This design comes from an exercise in tuning for small area on the open sky130 flow, not from production work.
At most, simulation tests tie the RTL to the original design; equivalence was not proved.
No driver is modelled on the clock port, so clocking that relies on it looks cheaper here than on a real chip.
Power is estimated from default activity; no workload was simulated.

==> flow/design.v <==
`default_nettype none
package brb_pkg;
  localparam int SLOTS_DEF     = 16;
  localparam int CONSUMERS_DEF = 8;
  localparam int DATA_W_DEF    = 16;
  localparam int CNT_W      = 16;
  localparam int CID_W      = 3;
  localparam int SLOTS_CW   = 5;
  localparam int CONS_CW    = 4;
  localparam int APB_AW     = 3;
  localparam int APB_DW     = 32;
  localparam logic [SLOTS_CW-1:0] SLOTS_RST = 5'd16;
  localparam logic [CONS_CW-1:0]  CONS_RST  = 4'd8;
  localparam logic OP_WRITE = 1'b0;
  localparam logic OP_READ  = 1'b1;
  localparam logic REG_SLOTS     = 1'b0;
  localparam logic REG_CONSUMERS = 1'b1;
  typedef enum logic [1:0] {
    ST_DONE        = 2'd0,
    ST_SLOT_BUSY   = 2'd1,
    ST_NOTHING_NEW = 2'd2,
    ST_BAD_ID      = 2'd3
  } status_t;
endpackage
`default_nettype wire
`default_nettype none
module broadcast_ring_buffer #(
  parameter int SLOTS      = brb_pkg::SLOTS_DEF,
  parameter int CONSUMERS  = brb_pkg::CONSUMERS_DEF,
  parameter int DATA_WIDTH = brb_pkg::DATA_W_DEF
) (
  input  wire logic                         clk,
  input  wire logic                         rst,
  input  wire logic                         psel,
  input  wire logic                         penable,
  input  wire logic                         pwrite,
  input  wire logic [brb_pkg::APB_AW-1:0]   paddr,
  input  wire logic [brb_pkg::APB_DW-1:0]   pwdata,
  output logic      [brb_pkg::APB_DW-1:0]   prdata,
  output logic                              pready,
  input  wire logic                         in_valid,
  output logic                              in_stall,
  input  wire logic                         opcode,
  input  wire logic [brb_pkg::CID_W-1:0]    consumer_id,
  input  wire logic [DATA_WIDTH-1:0]        data_in,
  output logic                              out_valid,
  input  wire logic                         out_stall,
  output brb_pkg::status_t                  status,
  output logic      [DATA_WIDTH-1:0]        data_out
);
  localparam int PW  = $clog2(SLOTS);
  localparam int PCW = $clog2(CONSUMERS + 1);
  localparam int CIW = (CONSUMERS > 1) ? $clog2(CONSUMERS) : 1;
  localparam int CW  = brb_pkg::CNT_W;
  logic [brb_pkg::SLOTS_CW-1:0] slots_in_use;
  logic [brb_pkg::CONS_CW-1:0]  consumers_in_use;
  logic [DATA_WIDTH-1:0] item_store [SLOTS];
  logic [PCW-1:0]        pending_readers [SLOTS];
  logic [PW-1:0]         write_pointer;
  logic [PW-1:0]         read_pointers [CONSUMERS];
  logic [CW-1:0]         produced_count;
  logic [CW-1:0]         consumed_counts [CONSUMERS];
  logic                  rd_ok;
  logic [PW-1:0]         rd_slot;
  assign pready = 1'b1;
  wire cfg_we = psel && penable && pwrite;
  always_ff @(posedge clk) begin
    if (rst) begin
      slots_in_use     <= brb_pkg::SLOTS_RST;
      consumers_in_use <= brb_pkg::CONS_RST;
    end else if (cfg_we) begin
      if (paddr[2] == brb_pkg::REG_SLOTS) slots_in_use     <= pwdata[brb_pkg::SLOTS_CW-1:0];
      else                                consumers_in_use <= pwdata[brb_pkg::CONS_CW-1:0];
    end
  end
  assign prdata = paddr[2] ? brb_pkg::APB_DW'(consumers_in_use)
                           : brb_pkg::APB_DW'(slots_in_use);
  logic [PW-1:0]  last_slot;
  logic [PCW-1:0] eff_cons;
  always_comb begin
    if (slots_in_use == '0)                  last_slot = '0;
    else if (32'(slots_in_use) > SLOTS)      last_slot = PW'(SLOTS - 1);
    else                                     last_slot = PW'(slots_in_use - 1'b1);
    if (consumers_in_use == '0)              eff_cons = PCW'(1);
    else if (32'(consumers_in_use) > CONSUMERS) eff_cons = PCW'(CONSUMERS);
    else                                     eff_cons = PCW'(consumers_in_use);
  end
  assign in_stall = out_valid && out_stall;
  wire accept = in_valid && !in_stall;
  logic [CONSUMERS-1:0] csel;      
  always_comb
    for (int k = 0; k < CONSUMERS; k++) csel[k] = (consumer_id == CIW'(k));
  logic [CONSUMERS*(PW+CW)-1:0] cons_flat;
  always_comb
    for (int k = 0; k < CONSUMERS; k++)
      cons_flat[k*(PW+CW) +: PW+CW] = {read_pointers[k], consumed_counts[k]};
  logic [PW-1:0] rp;
  logic [CW-1:0] cc;
  brb_onehot_mux #(.N(CONSUMERS), .W(PW+CW)) u_cons_mux (
    .sel(csel), .d(cons_flat), .y({rp, cc})
  );
  logic [SLOTS-1:0] wsel, rsel;
  always_comb
    for (int s = 0; s < SLOTS; s++) begin
      wsel[s] = (write_pointer == PW'(s));
      rsel[s] = (rp == PW'(s));
    end
  logic [SLOTS-1:0] nz;
  always_comb
    for (int s = 0; s < SLOTS; s++) nz[s] = (pending_readers[s] != '0);
  logic [SLOTS*PCW-1:0] pend_flat;
  always_comb
    for (int s = 0; s < SLOTS; s++) pend_flat[s*PCW +: PCW] = pending_readers[s];
  logic [PCW-1:0] pend;            
  brb_onehot_mux #(.N(SLOTS), .W(PCW)) u_pend_mux (
    .sel(rsel), .d(pend_flat), .y(pend)
  );
  wire busy   = |(nz & wsel);      
  wire avail  = |(nz & rsel);      
  wire bad_id = (32'(consumer_id) >= 32'(eff_cons));
  wire caught = (cc == produced_count);
  wire rd_go    = !bad_id && avail && !caught;
  wire do_write = accept && !opcode && !busy;
  wire do_read  = accept && opcode && rd_go;
  wire [PW-1:0] addr = opcode ? rp : write_pointer;
  brb_pkg::status_t status_next;
  always_comb begin
    if (!opcode)      status_next = busy ? brb_pkg::ST_SLOT_BUSY : brb_pkg::ST_DONE;
    else if (bad_id)  status_next = brb_pkg::ST_BAD_ID;
    else if (!rd_go)  status_next = brb_pkg::ST_NOTHING_NEW;
    else              status_next = brb_pkg::ST_DONE;
  end
  wire [PW-1:0]  addr_next = (addr >= last_slot) ? '0 : addr + 1'b1;
  wire [PCW-1:0] pend_next = opcode ? pend - 1'b1 : eff_cons;
  wire [CW-1:0]  cnt_next  = (opcode ? cc : produced_count) + 1'b1;
  always_ff @(posedge clk) begin
    for (int s = 0; s < SLOTS; s++)
      if (do_write && wsel[s]) item_store[s] <= data_in;
  end
  always_ff @(posedge clk) begin
    for (int s = 0; s < SLOTS; s++)
      if (rst || (do_write && wsel[s]) || (do_read && rsel[s])) pending_readers[s] <= rst ? '0 : pend_next;
    for (int k = 0; k < CONSUMERS; k++)
      if (rst || (do_read && csel[k])) begin
        read_pointers[k]   <= rst ? '0 : addr_next;
        consumed_counts[k] <= rst ? '0 : cnt_next;
      end
    if (rst || do_write) begin
      write_pointer  <= rst ? '0 : addr_next;
      produced_count <= rst ? '0 : cnt_next;
    end
  end
  always_ff @(posedge clk) begin
    if (rst) out_valid <= 1'b0;
    else     out_valid <= in_valid || in_stall;
  end
  always_ff @(posedge clk) begin
    if (accept) begin
      status  <= status_next;
      rd_ok   <= do_read;
      rd_slot <= rp;
    end
  end
  logic [SLOTS-1:0] osel;
  always_comb
    for (int s = 0; s < SLOTS; s++) osel[s] = rd_ok && (rd_slot == PW'(s));
  logic [SLOTS*DATA_WIDTH-1:0] items_flat;
  always_comb
    for (int s = 0; s < SLOTS; s++) items_flat[s*DATA_WIDTH +: DATA_WIDTH] = item_store[s];
  brb_onehot_mux #(.N(SLOTS), .W(DATA_WIDTH)) u_data_mux (
    .sel(osel), .d(items_flat), .y(data_out)
  );
endmodule
`default_nettype wire
`default_nettype none
module brb_onehot_mux #(
  parameter int N = 16,
  parameter int W = 16
) (
  input  wire logic [N-1:0]   sel,
  input  wire logic [N*W-1:0] d,
  output logic      [W-1:0]   y
);
  always_comb begin
    y = '0;
    for (int i = 0; i < N; i++) y = y | (d[i*W +: W] & {W{sel[i]}});
  end
endmodule
`default_nettype wire
clock: 5.0 ns
lec_check: 0
cap_margin: 0
core_margin: 3
core_utilization: 60
gpl_timing_driven: 0
place_density: 0.75
setup_slack_margin: 0.15
slew_margin: 0
standard.sh (not shown) runs the stock make flow with config.mk's settings and CLKGATE_MAP_FILE= SYNTH_SCRIPT=/design/flow/synth_recipe.tcl, a recipe that flattens the netlist after the stock synthesis.
==> flow/flow/run.sh <==
#!/bin/bash
# Own layout flow for this design.
#  3. flat area re-mappings of the combinational logic (registers untouched)
#     with a few ABC scripts (flow/*.abc); the smallest netlist is kept.
#  4. the standard layout steps, with small port buffers, no floorplan
#     resizing of the synthesized netlist and no dummy clock-tree loads.
# Each tool's output goes to a log file in this folder.
set -euo pipefail
W=$(pwd)
R=$W/orfs/results/$FLOW_PLATFORM/broadcast_ring_buffer/base
LIB=$FLOW_HOME/platforms/$FLOW_PLATFORM/lib/sky130_fd_sc_hd__tt_025C_1v80.lib
HIER_SYNTH=1
REMAP=1
CTS_EXTRA=""
PORT_BUF=sky130_fd_sc_hd__buf_1
REMAP_SCRIPTS="area area_deep area_amap"
FORCE_SCRIPT=""
TIE_SHARE=0
UPSIZE_MIN_FANOUT=""
RECOVER=""
[ -f flow/knobs.sh ] && source flow/knobs.sh

regs() {  # sequential cell instances (type and name) of a netlist
  grep -E '^\s*sky130_fd_sc_hd__(df|edf|sdf|dl|sedf)[a-z]*_[0-9]+ ' "$1" | awk '{print $1, $2}' | sed -E 's/_[0-9]+ / /' | sort
}
area() {  # total cell area of a flat netlist
  sed -e "s|@LIB@|$LIB|g" -e "s|@IN@|$1|g" flow/area.ys > area_run.ys
  yosys -q -s area_run.ys -l "$2" > /dev/null 2>&1 || true
  grep "Chip area" "$2" | tail -1 | awk '{print $NF}'
}

bash standard.sh synth > synth_std.log 2>&1
cp $R/1_2_yosys.v $W/netlist_std.v
regs $W/netlist_std.v > regs_std.txt
BEST=$W/netlist_std.v
BEST_AREA=$(area $W/netlist_std.v area_std.log)
echo "standard synthesis: $BEST_AREA" > choice.log

if [ "$HIER_SYNTH" = 1 ]; then
  rm -rf $W/scripts_area
  cp -r $FLOW_HOME/scripts $W/scripts_area
  cp flow/area.abc $W/scripts_area/abc_speed.script
  rm -f $R/1_* $R/mem*.json
  if bash standard.sh SCRIPTS_DIR=$W/scripts_area SYNTH_HIERARCHICAL=1 synth > synth_area.log 2>&1; then
    cp $R/1_2_yosys.v $W/netlist_hier.v
    regs $W/netlist_hier.v > regs_hier.txt
    A=$(area $W/netlist_hier.v area_hier.log)
    echo "area synthesis: $A" >> choice.log
    if cmp -s regs_std.txt regs_hier.txt; then
      if awk "BEGIN{exit !($A < $BEST_AREA)}"; then BEST=$W/netlist_hier.v; BEST_AREA=$A; fi
    else
      echo "area synthesis registers differ; not used" >> choice.log
    fi
  else
    echo "area synthesis failed; not used" >> choice.log
  fi
fi

if [ "$REMAP" = 1 ]; then
  SRC=$BEST
  for SCR in $REMAP_SCRIPTS; do
    ABCX=""
    case $SCR in *_sz) printf 'set_driving_cell sky130_fd_sc_hd__buf_1\nset_load 5\n' > abc_sz.constr; ABCX="-constr $W/abc_sz.constr -D 4000";; esac
    sed -e "s|@LIB@|$LIB|g" -e "s|@IN@|$SRC|g" -e "s|@OUT@|$W/netlist_$SCR.v|g" \
        -e "s|@SCR@|$W/flow/$SCR.abc|g" -e "s|@ABCX@|$ABCX|g" flow/remap.ys > remap_$SCR.ys
    if yosys -s remap_$SCR.ys > remap_$SCR.log 2>&1; then
      regs $W/netlist_$SCR.v > regs_$SCR.txt
      A=$(area $W/netlist_$SCR.v area_$SCR.log)
      echo "re-mapped ($SCR): $A" >> choice.log
      if cmp -s regs_std.txt regs_$SCR.txt; then
        if [ "$SCR" = "$FORCE_SCRIPT" ]; then FORCED=$W/netlist_$SCR.v; FORCED_AREA=$A; fi
        if awk "BEGIN{exit !($A < $BEST_AREA)}"; then BEST=$W/netlist_$SCR.v; BEST_AREA=$A; fi
      fi
    fi
  done
fi
if [ -n "${FORCED:-}" ]; then BEST=$FORCED; BEST_AREA=$FORCED_AREA; fi
echo "using $BEST ($BEST_AREA)" >> choice.log

# restore the standard synthesis results, then swap in the chosen netlist
rm -f $R/1_* $R/mem*.json
bash standard.sh synth > synth_std2.log 2>&1
cp $BEST $R/1_2_yosys.v
rm -f $R/1_synth.odb

export REMOVE_ABC_BUFFERS=1
if [ "$TIE_SHARE" = 1 ]; then export SKIP_REPAIR_TIE_FANOUT=1; fi
if [ -n "$UPSIZE_MIN_FANOUT" ]; then
  export FLOW_UPSIZE_MIN_FANOUT=$UPSIZE_MIN_FANOUT
  export PRE_RESIZE_TCL=$W/flow/upsize.tcl
fi
if [ -n "$RECOVER" ]; then
  export FLOW_RECOVER=$RECOVER
  export POST_CTS_TCL=$W/flow/recover.tcl
fi
export BUFFER_PORTS_ARGS="-buffer_cell $PORT_BUF"
export CTS_ARGS="-sink_clustering_enable -repair_clock_nets -dont_use_dummy_load $CTS_EXTRA"
bash standard.sh finish > layout.log 2>&1
Other scripts of this flow, unchanged in this note and not shown: flow/flow/area.abc, flow/flow/area.ys, flow/flow/area_amap.abc, flow/flow/area_deep.abc, flow/flow/area_deep_sz.abc, flow/flow/knobs.sh, flow/flow/recover.tcl, flow/flow/remap.ys, flow/flow/upsize.tcl
==> next run, changes <==
Settings changed: CORE_UTILIZATION 60 to 70, PLACE_DENSITY 0.75 to 0.85.
What happened: The new run completed with no timing, DRC or antenna violations. Area after synthesis is unchanged. Design area stays flat. Setup slack gets better by 0.017 ns. Via count climbs by 4.2%. Clock power drops by about 4%.
No run of this note included a check of the RTL's function; only the layout flow was run.


broadcast_ring_buffer, a different RTL version from the one above (not shown whole).
Size in the first run: ~1100 cells after synthesis, roughly 120 I/O pins, about 19000 um^2 of cells after synthesis.
Design broadcast_ring_buffer, start of the top module:
module broadcast_ring_buffer #(
  parameter int SLOTS      = brb_pkg::SLOTS_DEF,
  parameter int CONSUMERS  = brb_pkg::CONSUMERS_DEF,
  parameter int DATA_WIDTH = brb_pkg::DATA_W_DEF
) (
  input  wire logic                         clk,
  input  wire logic                         rst,
  input  wire logic                         psel,
  input  wire logic                         penable,
  input  wire logic                         pwrite,
  input  wire logic [brb_pkg::APB_AW-1:0]   paddr,
  input  wire logic [brb_pkg::APB_DW-1:0]   pwdata,
  output logic      [brb_pkg::APB_DW-1:0]   prdata,
  output logic                              pready,
  input  wire logic                         in_valid,
  output logic                              in_stall,
  input  wire logic                         opcode,
  input  wire logic [brb_pkg::CID_W-1:0]    consumer_id,
  input  wire logic [DATA_WIDTH-1:0]        data_in,
  output logic                              out_valid,
  input  wire logic                         out_stall,
  output brb_pkg::status_t                  status,
  output logic      [DATA_WIDTH-1:0]        data_out
);
Settings: LEC_CHECK=0, CAP_MARGIN=0, CORE_MARGIN=3, CORE_UTILIZATION=60, GPL_TIMING_DRIVEN=0, PLACE_DENSITY=0.75, SETUP_SLACK_MARGIN=0.25, SLEW_MARGIN=0; clock period 5.0 ns.
==> flow/flow/run.sh <==
#!/bin/bash
# Own layout flow for this design.
#  3. flat area re-mappings of the combinational logic (registers untouched)
#     with a few ABC scripts (flow/*.abc); the smallest netlist is kept.
#  4. the standard layout steps, with small port buffers, no floorplan
#     resizing of the synthesized netlist and no dummy clock-tree loads.
# Each tool's output goes to a log file in this folder.
set -euo pipefail
W=$(pwd)
R=$W/orfs/results/$FLOW_PLATFORM/broadcast_ring_buffer/base
LIB=$FLOW_HOME/platforms/$FLOW_PLATFORM/lib/sky130_fd_sc_hd__tt_025C_1v80.lib
HIER_SYNTH=1
REMAP=1
CTS_EXTRA=""
PORT_BUF=sky130_fd_sc_hd__buf_1
[ -f flow/knobs.sh ] && source flow/knobs.sh

regs() {  # sequential cell instances (type and name) of a netlist
  grep -E '^\s*sky130_fd_sc_hd__(df|edf|sdf|dl|sedf)[a-z]*_[0-9]+ ' "$1" | awk '{print $1, $2}' | sed -E 's/_[0-9]+ / /' | sort
}
area() {  # total cell area of a flat netlist
  sed -e "s|@LIB@|$LIB|g" -e "s|@IN@|$1|g" flow/area.ys > area_run.ys
  yosys -q -s area_run.ys -l "$2" > /dev/null 2>&1 || true
  grep "Chip area" "$2" | tail -1 | awk '{print $NF}'
}

bash standard.sh synth > synth_std.log 2>&1
cp $R/1_2_yosys.v $W/netlist_std.v
regs $W/netlist_std.v > regs_std.txt
BEST=$W/netlist_std.v
BEST_AREA=$(area $W/netlist_std.v area_std.log)
echo "standard synthesis: $BEST_AREA" > choice.log

if [ "$HIER_SYNTH" = 1 ]; then
  rm -rf $W/scripts_area
  cp -r $FLOW_HOME/scripts $W/scripts_area
  cp flow/area.abc $W/scripts_area/abc_speed.script
  rm -f $R/1_* $R/mem*.json
  if bash standard.sh SCRIPTS_DIR=$W/scripts_area SYNTH_HIERARCHICAL=1 synth > synth_area.log 2>&1; then
    cp $R/1_2_yosys.v $W/netlist_hier.v
    regs $W/netlist_hier.v > regs_hier.txt
    A=$(area $W/netlist_hier.v area_hier.log)
    echo "area synthesis: $A" >> choice.log
    if cmp -s regs_std.txt regs_hier.txt; then
      if awk "BEGIN{exit !($A < $BEST_AREA)}"; then BEST=$W/netlist_hier.v; BEST_AREA=$A; fi
    else
      echo "area synthesis registers differ; not used" >> choice.log
    fi
  else
    echo "area synthesis failed; not used" >> choice.log
  fi
fi

if [ "$REMAP" = 1 ]; then
  SRC=$BEST
  for SCR in area area_deep area_amap; do
    sed -e "s|@LIB@|$LIB|g" -e "s|@IN@|$SRC|g" -e "s|@OUT@|$W/netlist_$SCR.v|g" \
        -e "s|@SCR@|$W/flow/$SCR.abc|g" flow/remap.ys > remap_$SCR.ys
    if yosys -s remap_$SCR.ys > remap_$SCR.log 2>&1; then
      regs $W/netlist_$SCR.v > regs_$SCR.txt
      A=$(area $W/netlist_$SCR.v area_$SCR.log)
      echo "re-mapped ($SCR): $A" >> choice.log
      if cmp -s regs_std.txt regs_$SCR.txt && awk "BEGIN{exit !($A < $BEST_AREA)}"; then
        BEST=$W/netlist_$SCR.v; BEST_AREA=$A
      fi
    fi
  done
fi
echo "using $BEST ($BEST_AREA)" >> choice.log

# restore the standard synthesis results, then swap in the chosen netlist
rm -f $R/1_* $R/mem*.json
bash standard.sh synth > synth_std2.log 2>&1
cp $BEST $R/1_2_yosys.v
rm -f $R/1_synth.odb

export REMOVE_ABC_BUFFERS=1
export BUFFER_PORTS_ARGS="-buffer_cell $PORT_BUF"
export CTS_ARGS="-sink_clustering_enable -repair_clock_nets -dont_use_dummy_load $CTS_EXTRA"
bash standard.sh finish > layout.log 2>&1
==> flow/flow/knobs.sh <==
CTS_EXTRA="-buf_list sky130_fd_sc_hd__clkbuf_8 -sink_clustering_size 18 -sink_clustering_max_diameter 50"
==> flow/flow/remap.ys <==
read_liberty -ignore_miss_func @LIB@
blackbox *__df* *__edf* *__sdf* *__dl* sky130_fd_sc_hd__conb_1
read_verilog -overwrite @IN@
hierarchy -top broadcast_ring_buffer
flatten
opt_clean -purge
abc -script @SCR@ -liberty @LIB@ -dont_use *probe* -dont_use *lpflow*
opt_clean -purge
hilomap -singleton -hicell sky130_fd_sc_hd__conb_1 HI -locell sky130_fd_sc_hd__conb_1 LO
splitnets
opt_clean -purge
stat -liberty @LIB@
write_verilog -noattr -nohex -nodec -selected @OUT@
Other scripts of this flow, unchanged in this note and not shown: flow/flow/area.abc, flow/flow/area.ys, flow/flow/area_amap.abc, flow/flow/area_deep.abc
The baseline went through all stages and came out clean.
Change:
--- a/flow/flow/run.sh
+++ b/flow/flow/run.sh
@@ -15,0 +16,3 @@
+REMAP_SCRIPTS="area area_deep area_amap"
+FORCE_SCRIPT=""
+TIE_SHARE=0
@@ -56 +59,3 @@
-  for SCR in area area_deep area_amap; do
+  for SCR in $REMAP_SCRIPTS; do
+    ABCX=""
+    case $SCR in *_sz) printf 'set_driving_cell sky130_fd_sc_hd__buf_1\nset_load 5\n' > abc_sz.constr; ABCX="-constr $W/abc_sz.constr -D 4000";; esac
@@ -58 +63 @@
-        -e "s|@SCR@|$W/flow/$SCR.abc|g" flow/remap.ys > remap_$SCR.ys
+        -e "s|@SCR@|$W/flow/$SCR.abc|g" -e "s|@ABCX@|$ABCX|g" flow/remap.ys > remap_$SCR.ys
@@ -63,2 +68,3 @@
-      if cmp -s regs_std.txt regs_$SCR.txt && awk "BEGIN{exit !($A < $BEST_AREA)}"; then
-        BEST=$W/netlist_$SCR.v; BEST_AREA=$A
+      if cmp -s regs_std.txt regs_$SCR.txt; then
+        if [ "$SCR" = "$FORCE_SCRIPT" ]; then FORCED=$W/netlist_$SCR.v; FORCED_AREA=$A; fi
+        if awk "BEGIN{exit !($A < $BEST_AREA)}"; then BEST=$W/netlist_$SCR.v; BEST_AREA=$A; fi
@@ -68,0 +75 @@
+if [ -n "${FORCED:-}" ]; then BEST=$FORCED; BEST_AREA=$FORCED_AREA; fi
@@ -77,0 +85 @@
+if [ "$TIE_SHARE" = 1 ]; then export SKIP_REPAIR_TIE_FANOUT=1; fi
==> flow/flow/area_deep_sz.abc (new file) <==
&get -n
&st
&deepsyn -T 30
&dch -f
&nf -a -R 1000
&put
topo
stime -c
buffer -c
upsize -c
dnsize -c
stime -c
--- a/flow/flow/knobs.sh
+++ b/flow/flow/knobs.sh
@@ -1,0 +2,2 @@
+TIE_SHARE=1
+export RECOVER_POWER=100
--- a/flow/flow/remap.ys
+++ b/flow/flow/remap.ys
@@ -7 +7 @@
-abc -script @SCR@ -liberty @LIB@ -dont_use *probe* -dont_use *lpflow*
+abc -script @SCR@ @ABCX@ -liberty @LIB@ -dont_use *probe* -dont_use *lpflow*
Settings changed: SETUP_SLACK_MARGIN 0.25 to 0.15.
=>
- The new run finished but failed the layout checks on max-capacitance violations, max-slew violations
- area after synthesis stays the same
- maximum frequency decreases by 5.0%
- wire length is higher by 1.2%
- final cell count falls by 1.4%
- clock skew falls by 9.2 ps
- core utilization shrinks by 1.4 points
- die area is unchanged
- via count stays flat
- clock power barely changes
Change:
==> flow/flow/knobs.sh (replaced) <==
CTS_EXTRA="-buf_list sky130_fd_sc_hd__clkbuf_4 -sink_clustering_size 10 -sink_clustering_max_diameter 35"
TIE_SHARE=1
=> This time the run ran to the end with no violations; utilization rose by 1.0 points; count of clock-buffer cells in the layout came out higher by 33; sequential cell count does not change; clock skew went up by 76 ps.
Change:
--- a/flow/flow/run.sh
+++ b/flow/flow/run.sh
@@ -18,0 +19 @@
+UPSIZE_MIN_FANOUT=""
@@ -85,0 +87,4 @@
+if [ -n "$UPSIZE_MIN_FANOUT" ]; then
+  export FLOW_UPSIZE_MIN_FANOUT=$UPSIZE_MIN_FANOUT
+  export PRE_RESIZE_TCL=$W/flow/upsize.tcl
+fi
--- a/flow/flow/knobs.sh
+++ b/flow/flow/knobs.sh
@@ -2,0 +3 @@
+UPSIZE_MIN_FANOUT=12
==> flow/flow/upsize.tcl (new file) <==
# PRE_RESIZE hook: before repair_design, give combinational drivers of
# high-fanout nets a stronger size of the same cell, which fixes their slew
# more cheaply than the buffers repair_design would add: first the _2 size,
# then, for drivers whose output still violates max slew or capacitance, _4.
proc my_swap_size { inst sizes } {
  set m [[$inst getMaster] getName]
  if {![regexp {^(sky130_fd_sc_hd__[a-z0-9]+)_([0-9]+)$} $m -> base sz]} { return 0 }
  if {[string match "*df*" $base] || [string match "*conb*" $base] || [string match "*clkbuf*" $base]} { return 0 }
  foreach try $sizes {
    set nm [[ord::get_db] findMaster ${base}_$try]
    if {$nm ne "NULL" && $try > $sz} { $inst swapMaster $nm; return 1 }
  }
  return 0
}
proc my_upsize_weak_drivers { min_fanout } {
  set block [ord::get_db_block]
  set n 0
  foreach net [$block getNets] {
    if {[$net getSigType] ne "SIGNAL"} continue
    set loads 0
    set drv ""
    foreach it [$net getITerms] {
      if {[$it isOutputSignal]} { set drv $it } elseif {[$it isInputSignal]} { incr loads }
    }
    if {$drv eq "" || $loads < $min_fanout} continue
    if {![regexp {_(0|1)$} [[[$drv getInst] getMaster] getName]]} continue
    incr n [my_swap_size [$drv getInst] {2 4}]
  }
  puts "my_upsize_weak_drivers: upsized $n drivers"
  estimate_parasitics -placement
  with_output_to_variable rpt { report_check_types -max_slew -max_capacitance -violators }
  set m 0
  set seen {}
  foreach line [split $rpt "\n"] {
    if {![regexp {^\s*(\S+)/(\w+)\s.*VIOLATED} $line -> iname pname]} continue
    if {[lsearch -exact $seen $iname] >= 0} continue
    set inst [$block findInst $iname]
    if {$inst eq "NULL"} continue
    set it [$inst findITerm $pname]
    if {$it eq "NULL" || ![$it isOutputSignal]} continue
    lappend seen $iname
    incr m [my_swap_size $inst {4 8}]
  }
  puts "my_upsize_weak_drivers: upsized $m still-violating drivers further"
}
my_upsize_weak_drivers $::env(FLOW_UPSIZE_MIN_FANOUT)
Settings changed: CAP_MARGIN 0 to 10, SLEW_MARGIN 0 to 5.
The new run finished with timing, DRC and antenna clean. Register-to-register slack loses 330 ps. Worst hold slack gets better by 4.1 ps. Cell area shrinks by about 1.6%.
Change:
--- a/flow/flow/run.sh
+++ b/flow/flow/run.sh
@@ -19 +18,0 @@
-UPSIZE_MIN_FANOUT=""
@@ -87,4 +85,0 @@
-if [ -n "$UPSIZE_MIN_FANOUT" ]; then
-  export FLOW_UPSIZE_MIN_FANOUT=$UPSIZE_MIN_FANOUT
-  export PRE_RESIZE_TCL=$W/flow/upsize.tcl
-fi
==> flow/flow/knobs.sh (replaced) <==
CTS_EXTRA="-buf_list sky130_fd_sc_hd__clkbuf_8 -sink_clustering_size 18 -sink_clustering_max_diameter 50"
TIE_SHARE=1
Settings changed: CAP_MARGIN 10 to 0, SLEW_MARGIN 5 to 0.
removed: flow/flow/upsize.tcl
Effect:
- The new run produced a clean layout
- die area does not change
- final area rose slightly
- synthesized area does not change
- setup slack is better by 76 ps
- utilization goes up by 1.2 points

## re-timing with driven ports
In the flow no input, the clock included, has a driving cell. The finished layouts below were timed again as built, in two steps.
Step 1: set_driving_cell puts a clkbuf_16 on clk and a buf_2 on each other input, an assumption about the parent block.
Step 2 adds t to the input delays and takes it off the output delays; t is the mean of the earliest and latest rising clock arrival at the registers after step 1. Input paths then give back, and output paths get back, about the clock's delay inside the block.
Slacks: ideal / step 1 / step 2; pairs: ideal / step 1.
run	shift t [ns]	slack for setup (ns)	worst slew at a driven data input, ns
the first run of note 1	0.729	0.215 / 0.240 / -0.489	0.08
the second run of note 1	0.732	0.232 / 0.248 / -0.484	0.08
the first run of note 2	0.609	0.512 / 0.529 / -0.080	0.09
the second run of note 2	0.601	0.276 / 0.283 / -0.306	0.06
the third run of note 2	0.713	0.360 / 0.372 / -0.340	0.06
the fourth run of note 2	0.728	0.288 / 0.312 / -0.416	0.08
the fifth run of note 2	0.593	0.364 / 0.386 / -0.207	0.06
For the second run of note 1, which loses most, drivers alone change the setup slack by +0.016 ns; drivers and shift together by -0.716 ns.
